Context: an optimization exercise on an open-source flow, tuned for small area, a short achievable clock period and few clock cycles. The choices shown serve that exercise and are no tape-out recipe. In this exercise RTL edits were held to simulation tests only and were not proved equivalent to the original.

$ cat flow/config.mk
export PLATFORM = sky130hd
export DESIGN_NAME = pn_eval_core
export DESIGN_NICKNAME = pn_eval_core
export VERILOG_FILES = /design/flow/design.v
export SDC_FILE = /design/flow/constraint.sdc
export NUM_CORES = 4
export LEC_CHECK = 0
export CAP_MARGIN = 20
export CORE_MARGIN = 2
export CORE_UTILIZATION = 50
export SLEW_MARGIN = 20
$ cat flow/constraint.sdc
create_clock -name core_clock -period 11.0 [get_ports {clk}]
set_input_delay 2.2000 -clock core_clock [delete_from_list [all_inputs] [get_ports {clk}]]
set_output_delay 2.2000 -clock core_clock [all_outputs]
set_load 0.01 [all_outputs]
$ cat flow/design.v
package pn_pkg;
    localparam logic PN_POSTFIX = 1'b0;
    localparam logic PN_PREFIX  = 1'b1;
    localparam logic [1:0] OP_ADD = 2'b00;
    localparam logic [1:0] OP_SUB = 2'b01;
    localparam logic [1:0] OP_MUL = 2'b10;
    localparam logic [1:0] OP_ABS = 2'b11;
    typedef enum logic [2:0] {
        IDLE = 3'd0,
        RUN  = 3'd1,
        WAIT = 3'd2,
        REV  = 3'd3,
        OUT  = 3'd4,
        REV0 = 3'd5
    } state_t;
endpackage
module pn_alu
#(
    parameter int unsigned DATA_W = 32
) (
    input  logic [DATA_W-1:0] a,
    input  logic [DATA_W-1:0] bb,
    input  logic [1:0]        op,
    input  logic              swap,
    output logic [DATA_W-1:0] result
);
    localparam int unsigned LV = $clog2(DATA_W);
    logic [DATA_W-1:0] p;
    logic [DATA_W-1:0] gl [LV+1];
    logic [DATA_W-1:0] pl [LV+1];
    logic [DATA_W-1:0] c0, c1, s0, s1;
    assign p  = a ^ bb;
    assign gl[0] = a & bb;
    assign pl[0] = p;
    for (genvar l = 0; l < int'(LV); l++) begin : g_lvl
        for (genvar i = 0; i < int'(DATA_W); i++) begin : g_bit
            if (((i >> l) & 1) == 1) begin : g_node
                assign gl[l+1][i] = gl[l][i] | (pl[l][i] & gl[l][((i >> l) << l) - 1]);
                assign pl[l+1][i] = pl[l][i] & pl[l][((i >> l) << l) - 1];
            end else begin : g_pass
                assign gl[l+1][i] = gl[l][i];
                assign pl[l+1][i] = pl[l][i];
            end
        end
    end
    assign c0 = {gl[LV][DATA_W-2:0], 1'b0};
    assign c1 = {gl[LV][DATA_W-2:0] | pl[LV][DATA_W-2:0], 1'b1};
    assign s0 = p ^ c0;     
    assign s1 = p ^ c1;     
    always_comb begin
        case (op)
            pn_pkg::OP_SUB: result = swap ? ~s0 : s1;
            pn_pkg::OP_ABS: result = s1[DATA_W-1] ? ~s0 : s1;
            default:        result = s0;
        endcase
    end
endmodule
module pn_eval_core
#(
    parameter int unsigned OPND_W    = 3,
    parameter int unsigned DATA_W    = 32,
    parameter int unsigned TOK_DEPTH = 16,
    parameter int unsigned STK_DEPTH = 8
) (
    input  logic                     clk,
    input  logic                     rst,
    input  logic                     in_valid,
    input  logic                     mode,
    input  logic                     operator,
    input  logic [OPND_W-1:0]        in,
    output logic                     busy,
    output logic                     out_valid,
    output logic signed [DATA_W-1:0] out,
    output logic                     err
);
    localparam int unsigned TOK_W  = OPND_W + 1;
    localparam int unsigned TCNT_W = $clog2(TOK_DEPTH + 1);
    localparam int unsigned TIDX_W = $clog2(TOK_DEPTH);
    localparam int unsigned SCNT_W = $clog2(STK_DEPTH + 1);
    localparam int unsigned SIDX_W = $clog2(STK_DEPTH);
    localparam int unsigned RF_D   = STK_DEPTH - 2;
    localparam int unsigned OS_D   = 5;                 
    localparam int unsigned DCNT_W = TCNT_W + 1;        
    localparam logic signed [DCNT_W-1:0] D_ONE  = 1;
    localparam logic signed [DCNT_W-1:0] D_MONE = -1;
    localparam logic signed [DCNT_W-1:0] D_MAX  = STK_DEPTH;
    typedef enum logic [2:0] {
        K_NONE, K_PUSH, K_OSPUSH, K_STKOP, K_IMMOP, K_CASC
    } kind_t;
    pn_pkg::state_t state, state_d;
    logic [TOK_W-1:0]  tok_mem [TOK_DEPTH];
    logic [TCNT_W-1:0] wp, rp;
    logic              hd_v;
    logic [TOK_W-1:0]  hd;
    logic              mode_q, ovf;
    logic              tq_v, tq_op;
    logic signed [DCNT_W-1:0] dp, dmax, dmin;
    logic              perr;
    logic [DATA_W-1:0] t0, t1;
    logic [DATA_W-1:0] rf [RF_D];
    logic              tag0, tag1;
    logic              rf_tag [RF_D];
    logic [SCNT_W-1:0] sp;
    logic              os_v  [OS_D];
    logic              os_l  [OS_D];
    logic [1:0]        os_op [OS_D];
    logic              casc, revf;
    logic [DATA_W-1:0] ms;
    logic              cpa, acc, fast_q;
    logic              imm_q;
    logic [1:0]        aop_q;
    logic              sa_ms, sa_t0, sa_t1, sa_t0s2, sa_t0s3, sa_t1s2, sa_t1s3;
    logic              sb_t0, sb_t0s1, sb_t1, sb_t1s1, sb_bit, sb_imm, inv_q, swap_q;
    logic [SIDX_W-1:0] oidx;
    logic              oasc;
    logic              mode_n, casc_n, os_v0_n, os_l0_n, pre_n, cpa_n, acc_n;
    logic              imm_n, inv_n, stk_n, fast_n, xt0_n, tag0_n, tag1_n, neg_n;
    logic              ma2_n, ma3_n, mb1_n, mb2_n;
    logic [1:0]        aop_n;
    logic [2:0]        m_n, t0_m3, t1_m3;
    logic              rev, pre, eng_on;
    logic [DATA_W-1:0] h_val;
    kind_t             kind;
    logic [1:0]        eop;
    logic              is_alu, mul_first, complete, consume;
    assign rev    = (state == pn_pkg::REV);
    assign pre    = mode_q & ~rev;
    assign eng_on = (state == pn_pkg::RUN) || (state == pn_pkg::WAIT) || rev;
    assign h_val  = DATA_W'(hd[OPND_W-1:0]);
    always_comb begin
        if (pre && casc)           kind = K_CASC;
        else if (!hd_v)            kind = K_NONE;
        else if (!hd[TOK_W-1])     kind = (pre && os_v[0] && os_l[0]) ? K_IMMOP : K_PUSH;
        else                       kind = pre ? K_OSPUSH : K_STKOP;
    end
    assign eop       = (kind == K_STKOP) ? hd[1:0] : os_op[0];
    assign is_alu    = (kind == K_STKOP) || (kind == K_IMMOP) || (kind == K_CASC);
    assign mul_first = is_alu && (eop == pn_pkg::OP_MUL) && !cpa && !fast_q;
    assign complete  = (kind != K_NONE) && !mul_first;
    assign consume   = complete && (kind != K_CASC);
    logic [DATA_W-1:0] alu_a, alu_b, alu_r;
    logic              small0, small1;
    assign alu_a = ({DATA_W{sa_ms}} & ms) | ({DATA_W{sa_t0}} & t0) | ({DATA_W{sa_t1}} & t1) |
                   ({DATA_W{sa_t0s2}} & (t0 << 2)) | ({DATA_W{sa_t0s3}} & (t0 << 3)) |
                   ({DATA_W{sa_t1s2}} & (t1 << 2)) | ({DATA_W{sa_t1s3}} & (t1 << 3));
    assign alu_b = (({DATA_W{sb_t0}} & t0) | ({DATA_W{sb_t0s1}} & (t0 << 1)) |
                    ({DATA_W{sb_t1 || (sb_bit && ms[0])}} & t1) | ({DATA_W{sb_t1s1}} & (t1 << 1)) |
                    ({DATA_W{sb_imm}} & h_val)) ^ {DATA_W{inv_q}};
    pn_alu #(.DATA_W(DATA_W)) u_alu (
        .a      (alu_a),
        .bb     (alu_b),
        .op     (aop_q),
        .swap   (swap_q),
        .result (alu_r)
    );
    assign small0  = (t0[DATA_W-1:OPND_W] == '0);
    assign small1  = (t1[DATA_W-1:OPND_W] == '0);
    logic [DATA_W-1:0] t0_d, t1_d, ms_d, rf_rd;
    logic              tag0_d, tag1_d, rf_tag_rd;
    logic [SIDX_W-1:0] rf_ra;
    logic              rf_we, ms_we;
    logic [SCNT_W-1:0] sp_d;
    logic              os_v_d [OS_D];
    logic              os_l_d [OS_D];
    logic [1:0]        os_op_d [OS_D];
    logic              casc_d, revf_d, cpa_d, acc_d;
    logic [TCNT_W-1:0] rp_d;
    assign rf_ra = (state == pn_pkg::OUT) ? oidx : SIDX_W'(sp - SCNT_W'(3));
    assign rf_rd = rf[rf_ra];
    assign rf_tag_rd = rf_tag[rf_ra];
    always_comb begin
        t0_d   = t0;
        t1_d   = t1;
        tag0_d = tag0;
        tag1_d = tag1;
        ms_d   = ms;
        rf_we  = 1'b0;
        ms_we  = 1'b0;
        for (int i = 0; i < int'(OS_D); i++) begin
            os_v_d[i]  = os_v[i];
            os_l_d[i]  = os_l[i];
            os_op_d[i] = os_op[i];
        end
        sp_d   = sp;
        casc_d = casc;
        revf_d = revf;
        cpa_d  = cpa;
        acc_d  = acc;
        rp_d   = rp;
        if (eng_on) begin
            if (mul_first) begin
                ms_we = 1'b1;
                if (!acc && small0) begin
                    tag0_d = 1'b1;
                end else if (!acc && small1) begin
                    tag1_d = 1'b1;
                end else if (!acc) begin
                    ms_d   = t0;
                    t0_d   = '0;
                    tag0_d = 1'b0;
                    tag1_d = 1'b0;
                    acc_d  = 1'b1;
                end else begin
                    t0_d = alu_r;
                    t1_d = t1 << 1;
                    ms_d = ms >> 1;
                    if (ms[DATA_W-1:1] == '0) begin
                        acc_d = 1'b0;
                        cpa_d = 1'b1;
                    end
                end
            end else if (complete) begin
                cpa_d = 1'b0;
                if (consume) rp_d = rev ? rp - TCNT_W'(1) : rp + TCNT_W'(1);
                case (kind)
                    K_PUSH: begin
                        rf_we  = 1'b1;
                        t1_d   = t0;
                        tag1_d = tag0;
                        tag0_d = 1'b1;
                        t0_d  = h_val;
                        sp_d  = sp + SCNT_W'(1);
                        if (pre) begin
                            if (sp == SCNT_W'(STK_DEPTH)) revf_d = 1'b1;
                            if (os_v[0]) os_l_d[0] = 1'b1;
                        end
                    end
                    K_OSPUSH: begin
                        for (int i = 1; i < int'(OS_D); i++) begin
                            os_v_d[i]  = os_v[i-1];
                            os_l_d[i]  = os_l[i-1];
                            os_op_d[i] = os_op[i-1];
                        end
                        os_v_d[0]  = 1'b1;
                        os_l_d[0]  = 1'b0;
                        os_op_d[0] = hd[1:0];
                        if (os_v[OS_D-1]) revf_d = 1'b1;
                    end
                    default: begin   
                        t0_d   = alu_r;
                        tag0_d = 1'b0;
                        if (kind != K_IMMOP) begin
                            t1_d   = rf_rd;
                            tag1_d = rf_tag_rd;
                            sp_d = sp - SCNT_W'(1);
                        end
                        if (kind != K_STKOP) begin
                            for (int i = 0; i < int'(OS_D) - 1; i++) begin
                                os_v_d[i]  = os_v[i+1];
                                os_l_d[i]  = os_l[i+1];
                                os_op_d[i] = os_op[i+1];
                            end
                            os_v_d[OS_D-1] = 1'b0;
                            casc_d = os_v[1] && os_l[1];
                            if (os_v[1]) os_l_d[0] = 1'b1;
                        end
                    end
                endcase
            end
        end
    end
    logic              tok_we;
    logic [TIDX_W-1:0] rd_addr;
    logic [TOK_W-1:0]  mem_nx, hd_d;
    logic              hd_v_d;
    assign tok_we  = (state == pn_pkg::RUN) && in_valid && (wp != TCNT_W'(TOK_DEPTH));
    assign rd_addr = (state == pn_pkg::REV0) ? TIDX_W'(wp - TCNT_W'(1)) :
                     rev ? TIDX_W'(rp - TCNT_W'(1)) : TIDX_W'(rp + TCNT_W'(1));
    assign mem_nx  = tok_mem[rd_addr];
    always_comb begin
        hd_d   = hd;
        hd_v_d = hd_v;
        if (state == pn_pkg::IDLE) begin
            hd_d   = {operator, in};
            hd_v_d = 1'b1;
        end else if (state == pn_pkg::REV0) begin
            hd_d   = mem_nx;
            hd_v_d = 1'b1;
        end else if (eng_on && consume) begin
            if (rev || (rp + TCNT_W'(1) != wp)) begin
                hd_d   = mem_nx;
                hd_v_d = 1'b1;
            end else begin
                hd_d   = {operator, in};
                hd_v_d = tok_we;
            end
        end else if (!hd_v) begin
            hd_d   = {operator, in};
            hd_v_d = tok_we;
        end
    end
    logic signed [DCNT_W-1:0] dd, dp_n, dmax_f, dmin_f;
    logic signed [DCNT_W-1:0] c_dp, c_mx, c_mn, t_op, t_num;
    logic                     c_perr, bad, bad_op, bad_num, bad_op_d, bad_num_d;
    assign dd      = tq_op ? D_MONE : D_ONE;
    assign dp_n    = dp + dd;
    assign dmax_f  = (tq_v && dp > dmax) ? dp : dmax;
    assign dmin_f  = (tq_v && dp < dmin) ? dp : dmin;
    assign c_dp    = tq_v ? dp_n : dp;
    assign c_mx    = dmax_f;
    assign c_mn    = dmin_f;
    assign c_perr  = perr || (tq_v && (dp_n < D_ONE || dp_n > D_MAX));
    assign t_op    = c_dp + D_MONE;
    assign t_num   = c_dp + D_ONE;
    always_comb begin
        if (mode_q) begin
            bad_op_d  = !((t_op > c_mx) && (t_op > c_dp) &&
                          (t_op <= c_mn + D_MAX) && (t_op <= c_dp + D_MAX));
            bad_num_d = !((t_num > c_mx) && (t_num > c_dp) &&
                          (t_num <= c_mn + D_MAX) && (t_num <= c_dp + D_MAX));
        end else begin
            bad_op_d  = c_perr || (t_op < D_ONE) || (t_op > D_MAX);
            bad_num_d = c_perr || (t_num < D_ONE) || (t_num > D_MAX);
        end
    end
    assign bad     = ovf || !tq_v || (tq_op ? bad_op : bad_num);
    logic              busy_d, out_valid_d, err_d;
    logic [DATA_W-1:0] out_d, out_sel, rf0_d, out_q;
    logic              out_t0, out_t0_d, odv;
    assign out = ({DATA_W{odv}} & out_q) | ({DATA_W{out_t0}} & t0);
    assign out_d = (state == pn_pkg::OUT) ? out_sel :
                   (sp_d == SCNT_W'(1)) ? h_val :
                   (sp_d == SCNT_W'(2)) ? t1_d : rf0_d;
    logic [SIDX_W-1:0] oidx_d;
    logic              oasc_d, done_next, eng_reset, ended;
    assign done_next = !hd_v_d && !casc_d && !cpa_d && !acc_d;
    logic alu_wr;
    assign alu_wr    = eng_on && is_alu;
    assign out_sel   = (oidx == SIDX_W'(sp - SCNT_W'(1))) ? t0 :
                       (oidx == SIDX_W'(sp - SCNT_W'(2))) ? t1 : rf_rd;
    assign rf0_d     = (rf_we && sp == SCNT_W'(2)) ? t1 : rf[0];
    always_comb begin
        state_d     = state;
        busy_d      = busy;
        out_valid_d = 1'b0;
        out_t0_d    = 1'b0;
        err_d       = 1'b0;
        oidx_d      = oidx;
        oasc_d      = oasc;
        eng_reset   = 1'b0;
        ended       = 1'b0;
        case (state)
            pn_pkg::IDLE: begin
                busy_d = 1'b0;
                if (in_valid) begin
                    eng_reset = 1'b1;
                    busy_d    = 1'b1;
                    state_d   = pn_pkg::RUN;
                end
            end
            pn_pkg::RUN: begin
                ended = !in_valid;
            end
            pn_pkg::WAIT: begin
                ended = 1'b1;
            end
            pn_pkg::REV0: begin
                state_d = pn_pkg::REV;
            end
            pn_pkg::REV: begin
                if (consume && rp == '0) begin
                    state_d = pn_pkg::OUT;
                    oidx_d  = SIDX_W'(sp_d - SCNT_W'(1));
                    oasc_d  = 1'b0;
                end
            end
            pn_pkg::OUT: begin
                out_valid_d = 1'b1;
                oidx_d      = oasc ? oidx + SIDX_W'(1) : oidx - SIDX_W'(1);
                if (oasc ? (oidx == SIDX_W'(sp - SCNT_W'(1))) : (oidx == '0)) begin
                    busy_d  = 1'b0;
                    state_d = pn_pkg::IDLE;
                end
            end
            default: state_d = pn_pkg::IDLE;
        endcase
        if (ended) begin
            if (state == pn_pkg::RUN && bad) begin
                out_valid_d = 1'b1;
                err_d       = 1'b1;
                busy_d      = 1'b0;
                state_d     = pn_pkg::IDLE;
            end else if (done_next && !revf_d && sp_d == SCNT_W'(1) && alu_wr) begin
                out_valid_d = 1'b1;
                out_t0_d    = 1'b1;
                busy_d      = 1'b0;
                state_d     = pn_pkg::IDLE;
            end else if (done_next && !revf_d) begin
                out_valid_d = 1'b1;
                oidx_d      = SIDX_W'(1);
                oasc_d      = 1'b1;
                if (sp_d == SCNT_W'(1)) begin
                    busy_d  = 1'b0;
                    state_d = pn_pkg::IDLE;
                end else begin
                    state_d = pn_pkg::OUT;
                end
            end else if (done_next) begin
                state_d = pn_pkg::REV0;
            end else begin
                state_d = pn_pkg::WAIT;
            end
        end
    end
    assign mode_n  = eng_reset ? mode : mode_q;
    assign casc_n  = !eng_reset && casc_d;
    assign os_v0_n = !eng_reset && os_v_d[0];
    assign os_l0_n = os_l_d[0];
    assign pre_n   = mode_n && (state_d != pn_pkg::REV);
    assign cpa_n   = !eng_reset && cpa_d;
    assign acc_n   = !eng_reset && acc_d;
    assign aop_n   = (cpa_n || acc_n) ? pn_pkg::OP_ADD :
                     (!pre_n && hd_d[TOK_W-1]) ? hd_d[1:0] : os_op_d[0];
    assign stk_n   = pre_n ? casc_n : (hd_v_d && hd_d[TOK_W-1]);
    assign tag0_n  = tag0_d;
    assign tag1_n  = tag1_d;
    assign t0_m3   = (eng_on && complete && kind == K_PUSH) ? hd[2:0] : t0[2:0];
    assign t1_m3   = (eng_on && complete && kind == K_PUSH) ? t0[2:0] :
                     (eng_on && complete && (kind == K_STKOP || kind == K_CASC)) ? rf_rd[2:0] :
                     t1[2:0];
    assign fast_n  = !cpa_n && !acc_n && (aop_n == pn_pkg::OP_MUL) &&
                     (imm_n || (stk_n && (tag0_n || tag1_n)));
    assign xt0_n   = imm_n || !tag0_n;
    assign m_n     = imm_n ? hd_d[2:0] : (tag0_n ? t0_m3 : t1_m3);
    assign ma2_n   = (m_n == 3'd3) || (m_n == 3'd4) || (m_n == 3'd5);
    assign ma3_n   = (m_n == 3'd6) || (m_n == 3'd7);
    assign mb1_n   = m_n[0];
    assign mb2_n   = (m_n == 3'd2) || (m_n == 3'd6);
    assign neg_n   = (m_n == 3'd3) || (m_n == 3'd6) || (m_n == 3'd7);
    assign inv_n   = fast_n ? neg_n : (aop_n != pn_pkg::OP_ADD);
    assign imm_n   = !casc_n && pre_n && hd_v_d && !hd_d[TOK_W-1] && os_v0_n && os_l0_n;
    always_ff @(posedge clk) out_q <= out_d;
    always_ff @(posedge clk) begin
        if (rst) begin
            state     <= pn_pkg::IDLE;
            busy      <= 1'b0;
            out_valid <= 1'b0;
            out_t0    <= 1'b0;
            odv       <= 1'b0;
            err       <= 1'b0;
        end else begin
            state     <= state_d;
            busy      <= busy_d;
            out_valid <= out_valid_d;
            out_t0    <= out_t0_d;
            odv       <= out_valid_d && !err_d && !out_t0_d;
            err       <= err_d;
        end
    end
    always_ff @(posedge clk) begin
        if (eng_reset) begin
            tok_mem[0] <= {operator, in};
            wp     <= TCNT_W'(1);
            ovf    <= 1'b0;
            tq_v   <= 1'b1;
            tq_op  <= operator;
            dp     <= '0;
            dmax   <= '0;
            dmin   <= '0;
            perr   <= 1'b0;
        end else begin
            tq_v  <= 1'b0;
            tq_op <= operator;
            if (state == pn_pkg::RUN && in_valid && !tok_we) ovf <= 1'b1;
            if (tok_we) begin
                tok_mem[TIDX_W'(wp)] <= {operator, in};
                wp   <= wp + TCNT_W'(1);
                tq_v <= 1'b1;
            end
            if (tq_v) begin
                dp   <= dp_n;
                dmax <= dmax_f;
                dmin <= dmin_f;
                if (dp_n < D_ONE || dp_n > D_MAX) perr <= 1'b1;
            end
        end
        mode_q  <= mode_n;
        bad_op  <= eng_reset || bad_op_d;
        bad_num <= !eng_reset && bad_num_d;
    end
    always_ff @(posedge clk) begin
        if (eng_reset) begin
            rp   <= '0;
            sp   <= '0;
            revf <= 1'b0;
            cpa  <= 1'b0;
            acc  <= 1'b0;
        end else begin
            if (state == pn_pkg::REV0) begin
                rp <= wp - TCNT_W'(1);
                sp <= '0;
            end else begin
                rp <= rp_d;
                sp <= sp_d;
            end
            revf <= revf_d;
            cpa  <= cpa_d;
            acc  <= acc_d;
        end
        casc <= casc_n;
        for (int i = 0; i < int'(OS_D); i++) begin
            os_v[i]  <= (i == 0) ? os_v0_n : (!eng_reset && os_v_d[i]);
            os_l[i]  <= os_l_d[i];
            os_op[i] <= os_op_d[i];
        end
        imm_q <= imm_n;
        fast_q  <= fast_n;
        sa_ms   <= cpa_n;
        sa_t0   <= !fast_n && !cpa_n && (acc_n || imm_n);
        sa_t1   <= !fast_n && !cpa_n && !acc_n && !imm_n;
        sa_t0s2 <= fast_n && xt0_n && ma2_n;
        sa_t0s3 <= fast_n && xt0_n && ma3_n;
        sa_t1s2 <= fast_n && !xt0_n && ma2_n;
        sa_t1s3 <= fast_n && !xt0_n && ma3_n;
        sb_t0   <= fast_n ? (xt0_n && mb1_n) : (cpa_n || (!acc_n && !imm_n));
        sb_t0s1 <= fast_n && xt0_n && mb2_n;
        sb_t1   <= fast_n && !xt0_n && mb1_n;
        sb_t1s1 <= fast_n && !xt0_n && mb2_n;
        sb_bit  <= !cpa_n && acc_n;
        sb_imm  <= !fast_n && !cpa_n && !acc_n && imm_n;
        inv_q   <= inv_n;
        aop_q   <= fast_n ? (neg_n ? pn_pkg::OP_SUB : pn_pkg::OP_ADD) : aop_n;
        swap_q  <= !fast_n && (state_d == pn_pkg::REV);
        tag0    <= tag0_d;
        tag1    <= tag1_d;
        t0 <= t0_d;
        t1 <= t1_d;
        if (ms_we) ms <= ms_d;
        if (eng_on && rf_we) begin
            for (int j = 0; j < int'(RF_D); j++)
                if (sp == SCNT_W'(j + 2)) begin
                    rf[j]     <= t1;
                    rf_tag[j] <= tag1;
                end
        end
        hd   <= hd_d;
        hd_v <= hd_v_d;
        oidx <= oidx_d;
        oasc <= oasc_d;
    end
endmodule
$ cat flow/flow/run.sh
#!/bin/bash
set -euo pipefail
export BUFFER_PORTS_ARGS="-buffer_cell sky130_fd_sc_hd__buf_4"
bash standard.sh SETUP_SLACK_MARGIN=6.75 finish > standard.log 2>&1
$ cat flow/standard.sh
#!/bin/bash
# synth_recipe.tcl (not shown) runs the flow's synth.tcl, then flattens the netlist and writes it again
# the make line also repeats each setting of config.mk as NAME=value (left out here)
make -C /OpenROAD-flow-scripts/flow DESIGN_CONFIG=/design/flow/config.mk WORK_HOME=/design/flow/orfs CLKGATE_MAP_FILE= SYNTH_SCRIPT=/design/flow/synth_recipe.tcl "${@:-finish}"
==> run summary <==
status finished clean; Crit Path Max Fanout 7; I/O pin count 43; Hold-fix buffers, CTS 0; Critical Path AT 4.90 ns; WHS Endpoint os_l[4]$_DFFE_PP_; vias in the first global route 24100; final setup TNS 0 ns; Fin Clk Skew 0.0640 ns; most frequent cells in the layout edfxtp_1 (338), nand2_1 (268), nor2_1 (252), o21ai_0 (142), buf_4 (140); share of cells above drive strength 1 16.5%; GP Congestion 0.912; non-filler instance count after layout 3739; R2R Setup Slk 6.53 ns; largest stage delay on the critical path 0.57 ns; Post-Place Worst Slack 5.19 ns; Synth cell types 87; WHS Path Cells 0; clock sinks 490; worst min path class flop to flop; Worst Reg-to-Reg Cells 17; Post-synth EDFFs 338; DP Cell Count 3562; final wirelength 93.3 mm; RSZ-0062 raised after global routing true; register area 13300 sq um; worst hold slack 0.444 ns; Yosys warnings 12; Clk pin slew, worst setup/hold paths 0.06 ns; clk root buf clkbuf_16; fillcell total 4954; All-Layer GR Usage 30.4%; fraction of the cycle the final worst path needs 40.6%; kind of critical path flop to flop; row cnt 88; Die Y 244 um; met1 GRT Util 41.0%; initial antenna violation count 1; DIE WIDTH 244 um; Final Hold Vio Count 0; Detailed Route Iter0 Violations 3181; Antenna diodes 0; Starting Density 50.3%; gr ovfl total 0; Max-Cap Viols 0; TritonCTS clock tree built; Critical Path RT 11.43 ns; DRT Pass-1 Iters 10; Seq/Total Area, Yosys 45.7%; #FFs+latches synth 490; crit-path cells a222oi_1, nand2_1, xor2_1, ha_1, nand4_1, or2_2, nand2b_2, nor2_2, and3_1, nand2_1, and4_4, or2_4, buf_6, buf_8, a21oi_4, xnor2_2, a211oi_2; Slew @ Worst Pin 1.11 ns; average size of a mapped cell 9.73 sq um; vias per cell 6.65; Slew HR 25.7%; WL per Instance 25.0 um; die area 59600 sq um; Period minus WS final 4.47 ns; final slew viol count 0; syn_nets 3084; Synth Flop Type edfxtp_1; met3 Usage GRT 4.19%; first-pass GRT wire length 142 mm; Area Overhead vs Synth 14.0%; final worst slack 6.53 ns; Crit path top cell by count nand2_1; worst reg2reg path endpoint t0[24]$_DFFE_PP_; pin count of the biggest net entering global routing 66; Clk Latency, worst-skew pair 0.65 ns; Post-Syn Instances 2965; Critical R2R Launch t0[13]$_DFFE_PP_; multi-input logic area 15100 sq um; Startpoint Class flop; fmax 224 MHz; Core Region 57400 sq um; Antenna Nets Post-Route 0; commonest non-fill, non-tap cell in the layout edfxtp_1; CP max stage cell edfxtp_1; GR Util met2 49.7%; hold wc startpoint os_l[3]$_DFFE_PP_; worst setup path start t0[13]$_DFFE_PP_; Post-DP HPWL 60.5 mm; # nets final 3046; port bufs 42; ys async rst share 0%; CTS Buffer Depth 3; routed via count 24800; most used routing layer met2; Num CTS Buffers 55; DRC violations left 0; post-synth design cell area 28800 sq um; critical path endpoint category flop; final setup fails 0; H-tree Lvls 2
stage by stage:
stage,util [%],area [sq um]
after floorplan,-,28900
after global placement,51.5,29600
after detailed placement,51.5,29600
after CTS,56.1,32200
after global routing,57.3,32900
final,57.3,32900
final cells by class:
| class | instances | share of cell area (%) |
|---|---|---|
| Clock inverter | 38 | 1.47 |
| Sequential cell | 490 | 40.3 |
| Inverter | 92 | 1.06 |
| Tap cell | 765 | 2.91 |
| Multi-Input combinational cell | 2130 | 45.9 |
| Timing Repair Buffer | 158 | 3.91 |
| Clock buffer | 66 | 4.47 |
routing by layer:
| metal | share of wire (%) | vias up |
|---|---|---|
| met5 | 0.0075 | - |
| met4 | 3.4 | 2 |
| li1 | - | 11200 |
| met1 | 41 | 12200 |
| met3 | 8.0 | 197 |
| met2 | 47 | 1311 |
how the worst max path moves through the flow:
| stage | end | slack (ns) | cells past startpoint |
|---|---|---|---|
| global placement | t0[15]$_DFFE_PP_ | 5.40 | 17 |
| floorplan | sb_t0$_DFF_P_ | 6.75 | 9 |
| global route | t0[24]$_DFFE_PP_ | 6.37 | 19 |
| finish | t0[24]$_DFFE_PP_ | 6.53 | 17 |
| CTS | t0[15]$_DFFE_PP_ | 6.48 | 17 |
| detailed placement | t0[15]$_DFFE_PP_ | 5.19 | 17 |
synth_stat cells (66+ instances only):
master	n	area [sq um]
mux2i_1	84	841
o22ai_1	68	425
dfxtp_1	152	3040
a22oi_1	97	728
inv_1	92	345
o21ai_0	153	766
edfxtp_1	338	10100
clkbuf_1	198	743
ha_1	104	1300
nand3_1	88	440
nor2_1	264	991
a21oi_1	144	721
nand2_1	273	1020
a222oi_1	66	661
registers in the layout, summed over array words and instances, names as in the netlist, 10 cells and up:
name,cells
out_q,32
tok_mem,64
rf,192
os_op,10
t0,32
t1,32
ms,32
kinds of logic (layout without fill, tap and decap cells):
logic type,Yosys count,in the layout,synth area share (%)
flip-flops,490,490,45.7
buffers and inverters,347,354,4.67
XOR/XNOR,122,122,3.71
AND/OR/NAND/NOR,853,854,13.6
adder cells (fa/ha/maj),111,111,5.00
multiplexers,150,150,5.49
AO/OA/AOI/OAI,892,893,21.8
critical path: cells and delay by family (launching register included):
family | cells | cell delay (ns)
adders and majority gates | 1 | 0.41
AOI/OAI and AO/OA | 3 | 0.89
DFF | 1 | 0.57
and+or+nand+nor | 9 | 1.86
xor gates and xnor gates | 2 | 0.24
buffers and inverters | 2 | 0.26
what timing repair did:
item                                   4_1_cts  5_1_grt
setup endpoints to repair                  138      117
cloned                                       1        1
endpoints found under the hold margin        0        0
gates resized for setup                     98      114
pin swaps                                   44       40
buffers inserted                            39       32
Testbench counts, summed over its fixed seeds: cycles 6,989.

static timing again, ports no longer ideal:
The results above use ideal ports. As a check the final layout listed here was re-extracted and re-timed, cells and wires unchanged. Step 1 (the two cells are an assumption about what drives the block):
set clk [get_ports {clk}]
set_driving_cell -lib_cell sky130_fd_sc_hd__clkbuf_16 $clk
set_driving_cell -lib_cell sky130_fd_sc_hd__buf_2 [delete_from_list [all_inputs] $clk]
Step 2 adds t to the input delays and takes it off the output delays; t is the mean of the earliest and latest rising clock arrival at the registers after step 1. Input paths then give back, and output paths get back, about the clock's delay inside the block. Slacks: ideal / step 1 / step 2; pairs: ideal / step 1.
shift t [ns]: 0.679
slack for setup (ns): 6.534 / 6.534 / 6.448
worst setup path at the end: input to register
latest minus earliest clock arrival (ns): 0.064 / 0.064
worst register clock-pin slew, ns: 0.07 / 0.07
After both steps this run still meets setup and hold. The setup slack of this run moves by 0.000 ns with the drivers and by -0.086 ns with both steps.
